From an optimization exercise on the open Yosys and OpenROAD flow, aimed at a short achievable clock period and few clock cycles per item; shortcuts taken in it are not production practice.
The RTL was checked by simulation tests, not by an equivalence proof against the original design.
No activity file was given, so power comes from the tool's default toggle rates.

==> flow/design.v <==
package mlfq_pkg;
    localparam int LEVEL_W = 2;
    localparam logic [LEVEL_W-1:0] LVL_TOP = 2'd0;
    localparam logic [LEVEL_W-1:0] LVL_MID = 2'd1;
    localparam logic [LEVEL_W-1:0] LVL_BOT = 2'd2;
    localparam logic MODE_LOAD = 1'b0;
    localparam logic MODE_RUN  = 1'b1;
    localparam logic [1:0] CFG_Q_TOP = 2'd0;
    localparam logic [1:0] CFG_Q_MID = 2'd1;
    localparam logic [1:0] CFG_Q_BOT = 2'd2;
    localparam logic [7:0] Q1_TIME = 8'd1;
    localparam logic [7:0] Q2_TIME = 8'd2;
    localparam logic [7:0] Q3_TIME = 8'd4;
    typedef struct packed {
        logic               pop;
        logic [LEVEL_W-1:0] pop_lvl;
        logic               push;
        logic [LEVEL_W-1:0] push_lvl;
    } q_cmd_t;
endpackage
import mlfq_pkg::*;
module mlfq_queues
#(
    parameter int MAX_PROCS = 8,
    parameter int IDX_W     = 3
)
(
    input  logic             clk,
    input  logic             rst_n,
    input  mlfq_pkg::q_cmd_t cmd,
    input  logic [IDX_W-1:0] push_idx,
    output logic [IDX_W-1:0] head_idx,
    output logic [2:0]       nonempty
);
    localparam int CNT_W  = $clog2(MAX_PROCS + 1);
    localparam int SUM_W  = CNT_W + 1;
    localparam int ADDR_W = $clog2(3 * MAX_PROCS);
    localparam int DEPTH  = 3 * MAX_PROCS;
    logic [IDX_W-1:0]  qmem [DEPTH];
    logic [IDX_W-1:0]  rd_reg;
    logic [IDX_W-1:0]  head_reg  [3];
    logic [IDX_W-1:0]  head_next [3];
    logic [CNT_W-1:0]  count_reg  [3];
    logic [CNT_W-1:0]  count_next [3];
    logic [IDX_W-1:0]  pop_head;
    logic [IDX_W-1:0]  push_head;
    logic [CNT_W-1:0]  push_count;
    logic [SUM_W-1:0]  tail_sum;
    logic [IDX_W-1:0]  tail_pos;
    logic [ADDR_W-1:0] pop_addr;
    logic [ADDR_W-1:0] push_addr;
    logic              push_ok;
    always_comb
    begin
        pop_head   = '0;
        push_head  = '0;
        push_count = '0;
        for (int l = 0; l < 3; l++)
        begin
            if (cmd.pop_lvl == LEVEL_W'(l))
            begin
                pop_head = head_reg[l];
            end
            if (cmd.push_lvl == LEVEL_W'(l))
            begin
                push_head  = head_reg[l];
                push_count = count_reg[l];
            end
        end
    end
    always_comb
    begin
        tail_sum = SUM_W'(push_head) + SUM_W'(push_count);
        if (tail_sum >= SUM_W'(MAX_PROCS))
        begin
            tail_sum = tail_sum - SUM_W'(MAX_PROCS);
        end
        tail_pos  = IDX_W'(tail_sum);
        push_ok   = cmd.push && (push_count < CNT_W'(MAX_PROCS));
        pop_addr  = ADDR_W'(cmd.pop_lvl) * ADDR_W'(MAX_PROCS) + ADDR_W'(pop_head);
        push_addr = ADDR_W'(cmd.push_lvl) * ADDR_W'(MAX_PROCS) + ADDR_W'(tail_pos);
    end
    always_comb
    begin
        for (int l = 0; l < 3; l++)
        begin
            head_next[l]  = head_reg[l];
            count_next[l] = count_reg[l];
            if (cmd.pop && cmd.pop_lvl == LEVEL_W'(l))
            begin
                if (head_reg[l] == IDX_W'(MAX_PROCS - 1))
                begin
                    head_next[l] = '0;
                end
                else
                begin
                    head_next[l] = head_reg[l] + 1'b1;
                end
                count_next[l] = count_next[l] - 1'b1;
            end
            if (push_ok && cmd.push_lvl == LEVEL_W'(l))
            begin
                count_next[l] = count_next[l] + 1'b1;
            end
        end
    end
    always_ff @(posedge clk or negedge rst_n)
    begin
        if (!rst_n)
        begin
            for (int l = 0; l < 3; l++)
            begin
                head_reg[l]  <= '0;
                count_reg[l] <= '0;
            end
        end
        else
        begin
            for (int l = 0; l < 3; l++)
            begin
                head_reg[l]  <= head_next[l];
                count_reg[l] <= count_next[l];
            end
        end
    end
    always_ff @(posedge clk)
    begin
        if (push_ok)
        begin
            qmem[push_addr] <= push_idx;
        end
        if (cmd.pop)
        begin
            rd_reg <= qmem[pop_addr];
        end
    end
    assign head_idx = rd_reg;
    always_comb
    begin
        for (int l = 0; l < 3; l++)
        begin
            nonempty[l] = (count_reg[l] != '0);
        end
    end
endmodule
import mlfq_pkg::*;
module mlfq_three_level_scheduler_top
#(
    parameter int MAX_PROCS = 8,
    parameter int TIME_BITS = 16
)
(
    input  logic        clk,
    input  logic        rst_n,
    input  logic        start,
    output logic        busy,
    input  logic        mode,
    input  logic [15:0] burst_len,
    input  logic [15:0] arrival_at,
    output logic        done,
    output logic        idle,
    output logic [2:0]  proc_index,
    output logic [1:0]  level,
    output logic [15:0] slice_start,
    output logic [15:0] slice_end,
    output logic [15:0] remaining,
    output logic        finished,
    output logic [15:0] turnaround,
    output logic [15:0] waiting,
    input  logic        cfg_valid,
    output logic        cfg_ready,
    input  logic [1:0]  cfg_index,
    input  logic [7:0]  cfg_data
);
    localparam int IDX_W = (MAX_PROCS > 1) ? $clog2(MAX_PROCS) : 1;
    localparam int CNT_W = $clog2(MAX_PROCS + 1);
    localparam int TW    = TIME_BITS;
    localparam int ENT_W = 3 * TW;
    localparam logic [TW-1:0] TIME_MAX = {TW{1'b1}};
    typedef enum logic [3:0] {
        S_IDLE  = 4'b0001,
        S_FETCH = 4'b0010,
        S_EXEC  = 4'b0100,
        S_STAT  = 4'b1000
    } state_t;
    function automatic logic [15:0] to_out(input logic [TW-1:0] t);
        logic [31:0] w;
        w = 32'(t);
        to_out = w[15:0];
    endfunction
    state_t             state_reg, state_next;
    logic [TW-1:0]      time_reg;
    logic [CNT_W-1:0]   loaded_reg;
    logic [LEVEL_W-1:0] lvl_reg;
    logic [7:0]         q_top_reg, q_mid_reg, q_bot_reg;
    logic [ENT_W-1:0]   pmem [MAX_PROCS];
    logic [ENT_W-1:0]   prd_reg;
    logic               pwr_en;
    logic [IDX_W-1:0]   pwr_addr;
    logic [ENT_W-1:0]   pwr_data;
    mlfq_pkg::q_cmd_t   qcmd;
    logic [IDX_W-1:0]   push_idx;
    logic [IDX_W-1:0]   head_idx;
    logic [2:0]         nonempty;
    logic               accept;
    logic               load_ok;
    logic [LEVEL_W-1:0] sel_lvl;
    logic [TW-1:0]      burst_in, arrival_in;
    logic [TW-1:0]      p_burst, p_arr, p_rem;
    logic [7:0]         q_raw;
    logic [TW-1:0]      q_eff;
    logic [TW-1:0]      run_len;
    logic [TW:0]        end_sum;
    logic [TW-1:0]      end_time;
    logic [TW-1:0]      new_rem;
    logic [LEVEL_W-1:0] down_lvl;
    logic [TW-1:0]      start_reg, end_reg, rem_reg;
    logic [TW-1:0]      turn_val, wait_val;
    logic               done_reg;
    logic               idle_reg;
    logic [2:0]         idx_out_reg;
    logic [1:0]         lvl_out_reg;
    logic [15:0]        start_out_reg, end_out_reg, rem_out_reg;
    logic               fin_out_reg;
    logic [15:0]        turn_out_reg, wait_out_reg;
    mlfq_queues #(
        .MAX_PROCS (MAX_PROCS),
        .IDX_W     (IDX_W)
    ) u_queues (
        .clk      (clk),
        .rst_n    (rst_n),
        .cmd      (qcmd),
        .push_idx (push_idx),
        .head_idx (head_idx),
        .nonempty (nonempty)
    );
    assign busy      = (state_reg != S_IDLE);
    assign accept    = start && !busy;
    assign cfg_ready = 1'b1;
    assign load_ok   = (loaded_reg < CNT_W'(MAX_PROCS));
    assign burst_in   = TW'(32'(burst_len));
    assign arrival_in = TW'(32'(arrival_at));
    always_comb
    begin
        if (nonempty[0])
        begin
            sel_lvl = LVL_TOP;
        end
        else if (nonempty[1])
        begin
            sel_lvl = LVL_MID;
        end
        else
        begin
            sel_lvl = LVL_BOT;
        end
    end
    always_comb
    begin
        p_burst = prd_reg[3*TW-1:2*TW];
        p_arr   = prd_reg[2*TW-1:TW];
        p_rem   = prd_reg[TW-1:0];
        case (lvl_reg)
            LVL_TOP: q_raw = q_top_reg;
            LVL_MID: q_raw = q_mid_reg;
            default: q_raw = q_bot_reg;
        endcase
        if (q_raw == 8'd0)
        begin
            q_eff = TW'(1);
        end
        else
        begin
            q_eff = TW'(q_raw);
        end
        run_len = (p_rem > q_eff) ? q_eff : p_rem;
        end_sum = {1'b0, time_reg} + {1'b0, run_len};
        end_time = end_sum[TW] ? TIME_MAX : end_sum[TW-1:0];
        new_rem  = p_rem - run_len;
        down_lvl = (lvl_reg == LVL_TOP) ? LVL_MID : LVL_BOT;
    end
    always_comb
    begin
        turn_val = (end_reg > p_arr) ? end_reg - p_arr : '0;
        wait_val = (turn_val > p_burst) ? turn_val - p_burst : '0;
    end
    always_comb
    begin
        qcmd     = '0;
        push_idx = head_idx;
        pwr_en   = 1'b0;
        pwr_addr = head_idx;
        pwr_data = {p_burst, p_arr, new_rem};
        if (accept && mode == MODE_LOAD && load_ok)
        begin
            qcmd.push     = 1'b1;
            qcmd.push_lvl = LVL_TOP;
            push_idx      = IDX_W'(loaded_reg);
            pwr_en        = 1'b1;
            pwr_addr      = IDX_W'(loaded_reg);
            pwr_data      = {burst_in, arrival_in, burst_in};
        end
        else if (accept && mode == MODE_RUN && (|nonempty))
        begin
            qcmd.pop     = 1'b1;
            qcmd.pop_lvl = sel_lvl;
        end
        else if (state_reg == S_EXEC)
        begin
            pwr_en = 1'b1;
            if (new_rem != '0)
            begin
                qcmd.push     = 1'b1;
                qcmd.push_lvl = down_lvl;
            end
        end
    end
    always_comb
    begin
        state_next = state_reg;
        case (state_reg)
            S_IDLE:
            begin
                if (accept && mode == MODE_RUN && (|nonempty))
                begin
                    state_next = S_FETCH;
                end
            end
            S_FETCH: state_next = S_EXEC;
            S_EXEC:  state_next = S_STAT;
            S_STAT:  state_next = S_IDLE;
            default: state_next = S_IDLE;
        endcase
    end
    always_ff @(posedge clk or negedge rst_n)
    begin
        if (!rst_n)
        begin
            state_reg  <= S_IDLE;
            time_reg   <= '0;
            loaded_reg <= '0;
            lvl_reg    <= LVL_TOP;
            q_top_reg  <= Q1_TIME;
            q_mid_reg  <= Q2_TIME;
            q_bot_reg  <= Q3_TIME;
            done_reg   <= 1'b0;
        end
        else
        begin
            state_reg <= state_next;
            done_reg  <= (accept && mode == MODE_RUN && !(|nonempty))
                         || (state_reg == S_STAT);
            if (accept && mode == MODE_LOAD && load_ok)
            begin
                loaded_reg <= loaded_reg + 1'b1;
            end
            if (accept && mode == MODE_RUN)
            begin
                lvl_reg <= sel_lvl;
            end
            if (state_reg == S_EXEC)
            begin
                time_reg <= end_time;
            end
            if (cfg_valid && cfg_ready)
            begin
                case (cfg_index)
                    CFG_Q_TOP: q_top_reg <= cfg_data;
                    CFG_Q_MID: q_mid_reg <= cfg_data;
                    CFG_Q_BOT: q_bot_reg <= cfg_data;
                    default:   ;
                endcase
            end
        end
    end
    always_ff @(posedge clk)
    begin
        if (pwr_en)
        begin
            pmem[pwr_addr] <= pwr_data;
        end
        if (state_reg == S_FETCH)
        begin
            prd_reg <= pmem[head_idx];
        end
    end
    always_ff @(posedge clk)
    begin
        if (state_reg == S_EXEC)
        begin
            start_reg <= time_reg;
            end_reg   <= end_time;
            rem_reg   <= new_rem;
        end
    end
    always_ff @(posedge clk)
    begin
        if (accept && mode == MODE_RUN && !(|nonempty))
        begin
            idle_reg      <= 1'b1;
            idx_out_reg   <= '0;
            lvl_out_reg   <= '0;
            start_out_reg <= '0;
            end_out_reg   <= '0;
            rem_out_reg   <= '0;
            fin_out_reg   <= 1'b0;
            turn_out_reg  <= '0;
            wait_out_reg  <= '0;
        end
        else if (state_reg == S_STAT)
        begin
            idle_reg      <= 1'b0;
            idx_out_reg   <= 3'(32'(head_idx));
            lvl_out_reg   <= lvl_reg;
            start_out_reg <= to_out(start_reg);
            end_out_reg   <= to_out(end_reg);
            rem_out_reg   <= to_out(rem_reg);
            fin_out_reg   <= (rem_reg == '0);
            turn_out_reg  <= (rem_reg == '0) ? to_out(turn_val) : 16'd0;
            wait_out_reg  <= (rem_reg == '0) ? to_out(wait_val) : 16'd0;
        end
    end
    assign done        = done_reg;
    assign idle        = idle_reg;
    assign proc_index  = idx_out_reg;
    assign level       = lvl_out_reg;
    assign slice_start = start_out_reg;
    assign slice_end   = end_out_reg;
    assign remaining   = rem_out_reg;
    assign finished    = fin_out_reg;
    assign turnaround  = turn_out_reg;
    assign waiting     = wait_out_reg;
endmodule
==> flow/run.sh <==
#!/bin/bash
# synth_recipe.tcl (not shown) runs the flow's synth.tcl, then flattens the netlist and writes it again
# the make line also repeats each setting of config.mk as NAME=value (left out here)
make -C /OpenROAD-flow-scripts/flow DESIGN_CONFIG=/design/flow/config.mk WORK_HOME=/design/flow/orfs CLKGATE_MAP_FILE= SYNTH_SCRIPT=/design/flow/synth_recipe.tcl finish
==> flow/config.mk <==
export PLATFORM = sky130hd
export DESIGN_NAME = mlfq_three_level_scheduler_top
export DESIGN_NICKNAME = mlfq_three_level_scheduler_top
export VERILOG_FILES = /design/flow/design.v
export SDC_FILE = /design/flow/constraint.sdc
export NUM_CORES = 4
export LEC_CHECK = 0
export CAP_MARGIN = 20
export CORE_MARGIN = 2
export CORE_UTILIZATION = 40
export SLEW_MARGIN = 20
==> flow/constraint.sdc <==
create_clock -name core_clock -period 12.0 [get_ports {clk}]
set_input_delay 2.4000 -clock core_clock [delete_from_list [all_inputs] [get_ports {clk}]]
set_output_delay 2.4000 -clock core_clock [all_outputs]
set_load 0.01 [all_outputs]
==> reports/metrics.cfg <==
[clock_network]
cts.hold.buffers_added=0
cts_buffers=76
cts_setup_buffers=0
insertion_delay_ps=630
h-tree-depth=3
clk_pin_slew_ps=60
root_buffer=clkbuf_16
cts.sinks=714
clock_path_buffers=3
cts_tree=built
cts.repair.resized=0

[sta]
hold_violations=0
setup_viol=0
clock.fmax_mhz=120
layout_min_cycle_time_ps=8330
tightest_slew_ps=1130
rsz0062_at_grt=no
tns_ps=0
slew_headroom=0.238
drv_slew=0
min_period_over_period=0.694
skew_ps=41.7

[route]
drt_wl_total_um=77200
via_count=18367
wire_per_inst_um=22.9
drc=0
drt-vias-per-instance=5.45
drtAntennaViolNets=0
detail_route.iter0.violations=1607
drtPass1Iterations=7

[yosys]
syn-cell-area_sq_um=30700
yosys.area.top_type=edfxtp_1
synth-seq-cells=714
ys_seq_area_frac=0.659
synthFlopType=edfxtp_1
syn_avg_cell_area_sq_um=14.5
yosysUniqueCellTypes=78
synth_cells=2117
synthArstFlopShare=0.101
yosys.area.top_type_share=0.543
ys_warn_count=6
synthTopCellsByArea=edfxtp_1 54%, mux4_2 7.4%, dfxtp_1 5.7%
synth_edf_count=555

[hold_path]
hold_path.class=register to register
holdCritStartpoint=rem_out_reg[0]$_SDFFE_PP0P_
whs_endpoint=rem_out_reg[0]$_SDFFE_PP0P_
min_delay_path_depth=2

[die]
die_width_um=281
pin_count=137
fp.coreArea_sq_um=75900
die_h_um=281
start_util=0.404
fp-row-count=101
die_area_sq_um=78900

[setup_path]
reg2reg_setup_slack_ps=3670
cp_max_fo=23
crit_top_cell=a21oi_1
worst_ep_arrival_time_ps=8620
r2r-start=lvl_reg[0]$_DFFE_PN0P_
rr_endpoint=u_queues.qmem[0][2]$_DFFE_PP_
cp_slowest_cell=nor4b_4
end_kind=register
start_kind=register
timing_worst_setup_path_type=register to register
cp_slowest_stage_delay_ps=830
reg2reg_depth=29
worst-path-buf-inv=0
cpLargestDelayFamily=simple AND/OR/NAND/NOR gates
cp.required_ps=12290

[global_routing]
antenna_found_initial=1
gr-usage-all-layers=0.196
grt_first_pass_wirelength_um=115000
grt_pass1_vias=18298
overflow=0
grt_start_max_net_pins=77

[layout]
fillCellCount=6528
final_cell_mix=555 x edfxtp_1, 263 x nand2_1, 134 x clkdlybuf4s50_1
final_area_sq_um=35800
antenna_cells=0
layout-drive-gt1-share=0.164
largest_register_ffs=384
nets=2405
final_common_cell=edfxtp_1
syn_to_final_growth_pct=16.7

[pwr]
p_per_area_nw_per_um2=207
p_int_mw=5.19
seqPwrFrac=0.434
p_clk_frac=0.315
peakVddDrop_v=0.0000926
p_sw_mw=2.23
p_leak_nw=12.9
switching_share=0.300
comb_power_share=0.251

[place]
gp_congestion=0.862
placed_area_sq_um=33300
hpwl_um=48800
portBuffers=135

[run]
max_cap_violations=0

[run_status]
status=timing/DRC/antenna clean

[per-stage QoR]
stage / power [mW] / std cells / setup slack [ps] / hold WS [ps] / util
detailed placement: 5.13 / 3226 / 3770 / 443 / 0.438
finish: 7.42 / 3368 / 3670 / 453 / 0.471
global placement: 5.08 / 3226 / 3940 / 438 / 0.438
CTS: 7.47 / 3368 / 3800 / 456 / 0.471
floorplan: 4.45 / 2124 / 4580 / 449 / -
global route: 7.77 / 3368 / 2930 / 477 / 0.471
[layer usage]
layer	up-vias	track usage	part of all wire
met2	586	0.314	0.47
met4	2	0.0603	0.023
met3	91	0.0370	0.068
li1	8264	-	-
met1	9424	0.271	0.44
met5	-	0	0.00010
[how the worst max path moves through the flow]
stage          slack, ps              startpoint                            end  depth (start not counted)
4_1_cts             3800  lvl_reg[0]$_DFFE_PN0P_  u_queues.qmem[0][1]$_DFFE_PP_                         29
2_1_floorplan       4580                   start           pmem[6][0]$_DFFE_PP_                          7
3_5_place_dp        3770  lvl_reg[0]$_DFFE_PN0P_  u_queues.qmem[0][0]$_DFFE_PP_                         29
3_3_place_gp        3940  lvl_reg[0]$_DFFE_PN0P_  u_queues.qmem[1][2]$_DFFE_PP_                         29
6_report            3670  lvl_reg[0]$_DFFE_PN0P_  u_queues.qmem[0][2]$_DFFE_PP_                         29
5_1_grt             2930  lvl_reg[0]$_DFFE_PN0P_  u_queues.qmem[8][1]$_DFFE_PP_                         29
[synth_stat cells (12+ instances only)]
cell / instances
nor2_1: 126
inv_1: 67
nand2_1: 263
mux2_2: 84
dfrtp_1: 68
edfxtp_1: 555
mux4_2: 101
o21ai_0: 102
a21o_1: 34
nand2b_1: 14
clkbuf_1: 64
dfxtp_1: 87
nor4_1: 12
buf_1: 16
nand3_1: 12
xor2_1: 29
nor2b_1: 17
xnor2_1: 46
a31oi_1: 14
a21oi_1: 105
mux2i_1: 28
nor3_1: 19
ha_1: 79
a211oi_1: 20
[worst reg2reg max path: cells and delay by family, from the launching register on]
family	cells	cell delay, ps
compound gates	11	2580
xor+xnor	1	190
fa+ha+maj	5	1660
flops	1	680
mux	1	250
simple gates	11	2690
[logic make-up (layout without fill, tap and decap cells)]
| kind of cell | Yosys count | count (layout) | synth area share |
|---|---|---|---|
| multiplexers | 215 | 215 | 0.115 |
| other | 2 | 9 | 0.000245 |
| XOR/XNOR | 75 | 75 | 0.0214 |
| flip-flops | 714 | 714 | 0.659 |
| adder cells (fa/ha/maj) | 84 | 84 | 0.0355 |
| AO/OA/AOI/OAI | 340 | 340 | 0.0696 |
| buffers and inverters | 156 | 370 | 0.0201 |
| AND/OR/NAND/NOR | 531 | 531 | 0.0789 |
[area by class of cell]
class	count	area, sq um	area share
repair buffers	161	1550	0.0433
multi-input cells	1254	9960	0.278
well taps	1030	1290	0.0360
inverters	67	251	0.00703
clock inverters	34	324	0.00906
clock buffers	108	2190	0.0613
flip-flops and latches	714	20200	0.565
[power groups by stage]
stage | Clock [mW] | Combinational [mW] | Sequential [mW]
floorplan | 0 | 1.21 | 3.24
finish | 2.34 | 1.86 | 3.22
global route | 2.48 | 2.04 | 3.25
detailed placement | 0 | 1.85 | 3.27
CTS | 2.38 | 1.86 | 3.22
global placement | 0 | 1.82 | 3.27
Testbench counts, summed over its fixed seeds: cycles 35,491, items 9,823.

==> afterwards: timing with drivers on the ports <==
The results above use ideal ports. As a check the final layout listed here was re-extracted and re-timed, cells and wires unchanged. Step 1, drivers: a clkbuf_16 drives clk and a buf_2 each remaining input, both assumed. Step 2 moves the port delays by t, midway between the first and last clock arrival at a register: inputs arrive t later, outputs are due t later. That takes back most of the time a late clock gives input paths. a / b / c = ideal / step 1 / step 2; a / b = the first two.
t, ns: 0.673
setup slack, ns: 3.670 / 3.670 / 3.670
worst setup path at the end: register to register
clock arrival spread, ns: 0.043 / 0.043
worst data-port slew with drivers (ns): 0.05
After both steps this run still meets setup and hold. The setup slack of this run moves by 0.000 ns with the drivers and by 0.000 ns with both steps.
